Source: an optimization exercise on an open RTL-to-GDS flow (aim: small area, a short achievable clock period and few clock cycles per item). Production flows keep margins and buffers that such runs may drop. At most, simulation tests tie the RTL to the original design; equivalence was not proved.

// voltage_sag_load_limiter
module voltage_sag_load_limiter #(
  parameter int AVG_DEPTH = 16,
  parameter int VREF_MV = 3300,
  parameter int DIVIDER_RATIO = 11
) (
  input  wire logic                            clk,
  input  wire logic                            rst,
  input  wire logic                            in_valid,
  output logic                                 in_stall,
  input  wire logic [18:0]                     in_data,
  output logic                                 out_valid,
  input  wire logic                            out_stall,
  output logic [42:0]                          out_data,
  input  wire logic                            cfg_we,
  input  wire logic [vsll_pkg::CFG_IDX_W-1:0]  cfg_index,
  input  wire logic [vsll_pkg::CFG_DATA_W-1:0] cfg_data
);
Size in the first run: roughly 2,900 cells after synthesis, ~590 flip-flops.
==> flow/config.mk <==
export PLATFORM = sky130hd
export DESIGN_NAME = voltage_sag_load_limiter
export DESIGN_NICKNAME = voltage_sag_load_limiter
export VERILOG_FILES = /design/flow/design.v
export SDC_FILE = /design/flow/constraint.sdc
export NUM_CORES = 4
export LEC_CHECK = 0
export CAP_MARGIN = 20
export CORE_MARGIN = 2
export CORE_UTILIZATION = 65
export CTS_BUF_LIST = sky130_fd_sc_hd__clkbuf_8 sky130_fd_sc_hd__clkbuf_16
export CTS_CLUSTER_DIAMETER = 80
export CTS_CLUSTER_SIZE = 20
export PLACE_DENSITY = 0.8
export SLEW_MARGIN = 20
==> flow/constraint.sdc <==
create_clock -name core_clock -period 11.0 [get_ports {clk}]
set_input_delay 2.2000 -clock core_clock [delete_from_list [all_inputs] [get_ports {clk}]]
set_output_delay 2.2000 -clock core_clock [all_outputs]
set_load 0.01 [all_outputs]
standard.sh (not shown) runs the stock make flow with config.mk's settings and CLKGATE_MAP_FILE= SYNTH_SCRIPT=/design/flow/synth_recipe.tcl, a recipe that flattens the netlist after the stock synthesis.
==> flow/flow/run.sh <==
#!/bin/bash
# Standard layout, with two changes to how it is made (the clock period and every constraint
# stay as given): every port still gets a buffer, but a plain buf_2 instead of the default
# delay cell, and the timing repair aims at a tighter setup target than the clock period.
set -euo pipefail
bash standard.sh SETUP_SLACK_MARGIN=7 'BUFFER_PORTS_ARGS=-buffer_cell sky130_fd_sc_hd__buf_2' finish > standard_flow.log 2>&1
The first run went through all stages and came out clean.
Testbench counts at the start, summed over its fixed seeds: cycles 8,192, items 8,000.
Next try:
CORE_UTILIZATION = 55   (was 65)
CTS_BUF_LIST = sky130_fd_sc_hd__clkbuf_4 sky130_fd_sc_hd__clkbuf_8   (was sky130_fd_sc_hd__clkbuf_8 sky130_fd_sc_hd__clkbuf_16)
CTS_CLUSTER_DIAMETER = unset   (was 80)
CTS_CLUSTER_SIZE = unset   (was 20)
PLACE_DENSITY = 0.7   (was 0.8)
Outcome: The new run completed with no timing, DRC or antenna violations. Via count stays flat. Utilization goes down by 9.6 points. Worst hold slack degrades by 17 ps. Wire length decreases by 1.3%. Fmax is higher by 1.1%. Cell area increases by 2.6%. Die area climbs by 18%. Area after synthesis stays the same.
Next try:
CORE_UTILIZATION = 40   (was 55)
PLACE_DENSITY = 0.6   (was 0.7)
=> The changed run passed the timing, DRC and antenna checks. Worst setup slack gets worse by 29 ps. Clock skew drops by 23 ps. Maximum frequency drops by about 0.7%. Final area climbs by 2.0%.
Next try:
CORE_UTILIZATION = 55   (was 40)
CTS_BUF_LIST = sky130_fd_sc_hd__clkbuf_8 sky130_fd_sc_hd__clkbuf_16   (was sky130_fd_sc_hd__clkbuf_4 sky130_fd_sc_hd__clkbuf_8)
CTS_CLUSTER_DIAMETER = 90   (was unset)
CTS_CLUSTER_SIZE = 26   (was unset)
PLACE_DENSITY = 0.7   (was 0.6)
Effect: Via count fell by 2.0%; routed wire length fell by 4.2%; sequential cell count stays the same.


voltage_sag_load_limiter, a different RTL version from the one above (not shown whole).
For scale: roughly 3000 cells after synthesis, roughly 540 flip-flops, about 30000 sq um of cells after synthesis.
==> flow/design.v (excerpt) <==
module voltage_sag_load_limiter #(
  parameter int AVG_DEPTH = 16,
  parameter int VREF_MV = 3300,
  parameter int DIVIDER_RATIO = 11
) (
  input  wire logic                            clk,
  input  wire logic                            rst,
  input  wire logic                            in_valid,
  output logic                                 in_stall,
  input  wire logic [18:0]                     in_data,
  output logic                                 out_valid,
  input  wire logic                            out_stall,
  output logic [42:0]                          out_data,
  input  wire logic                            cfg_we,
  input  wire logic [vsll_pkg::CFG_IDX_W-1:0]  cfg_index,
  input  wire logic [vsll_pkg::CFG_DATA_W-1:0] cfg_data
);
==> flow/config.mk <==
export PLATFORM = sky130hd
export DESIGN_NAME = voltage_sag_load_limiter
export DESIGN_NICKNAME = voltage_sag_load_limiter
export VERILOG_FILES = /design/flow/design.v
export SDC_FILE = /design/flow/constraint.sdc
export NUM_CORES = 4
export LEC_CHECK = 0
export CAP_MARGIN = 20
export CORE_MARGIN = 2
export CORE_UTILIZATION = 40
export PLACE_DENSITY = 0.6
export SLEW_MARGIN = 20
==> flow/constraint.sdc <==
create_clock -name core_clock -period 11.0 [get_ports {clk}]
set_input_delay 2.2000 -clock core_clock [delete_from_list [all_inputs] [get_ports {clk}]]
set_output_delay 2.2000 -clock core_clock [all_outputs]
set_load 0.01 [all_outputs]
==> flow/flow/run.sh <==
#!/bin/bash
# Standard layout, with the timing repair aimed at a tighter setup target than the clock
# period (the clock period and every constraint stay as given).
set -euo pipefail
bash standard.sh SETUP_SLACK_MARGIN=6.8 finish > standard_flow.log 2>&1
Edit:
--- a/flow/flow/run.sh
+++ b/flow/flow/run.sh
@@ -5 +5 @@
-bash standard.sh SETUP_SLACK_MARGIN=6.8 finish > standard_flow.log 2>&1
+bash standard.sh SETUP_SLACK_MARGIN=7 finish > standard_flow.log 2>&1
Outcome:
- The changed run finished clean
- wire length came out lower by 2.4%
- register-to-register slack degrades by 0.06 ns
- sequential cell count does not change
- setup slack gets worse by 0.056 ns
- critical path depth rose by 1
- synthesized area stays the same
No run of this note included a check of the RTL's function; only the layout flow was run.

-- static timing again, ports no longer ideal --
The flow's constraints put no driver on any port. The routed layouts listed below were extracted and timed again, unchanged, in two steps.
Step 1: set_driving_cell puts a clkbuf_16 on clk and a buf_2 on each other input, an assumption about the parent block.
Step 2 also shifts input and output timing later by t, the mid clock arrival at the registers, as if the neighbouring blocks saw the same clock.
Three values: no drivers, after step 1, after step 2; two values: the first two.
run	t, ns	slack for setup (ns)	worst register clock-pin slew, ns	pins driven straight from the clock port
the first run of note 1	0.635	7.105 / 7.105 / 6.612	0.09 / 0.09	1
the second run of note 1	0.738	7.149 / 7.098 / 6.527	0.07 / 0.07	1
the third run of note 1	0.786	7.120 / 7.120 / 6.455	0.07 / 0.07	1
the fourth run of note 1	0.666	7.103 / 7.041 / 6.511	0.11 / 0.11	1
the first run of note 2	0.674	6.729 / 6.729 / 6.145	0.07 / 0.07	1
the second run of note 2	0.680	6.673 / 6.673 / 6.100	0.07 / 0.07	1
After both steps every run listed still meets setup and hold. The setup slack of the third run of note 1, which loses most, moves by 0.000 ns with the drivers and by -0.665 ns with both steps.
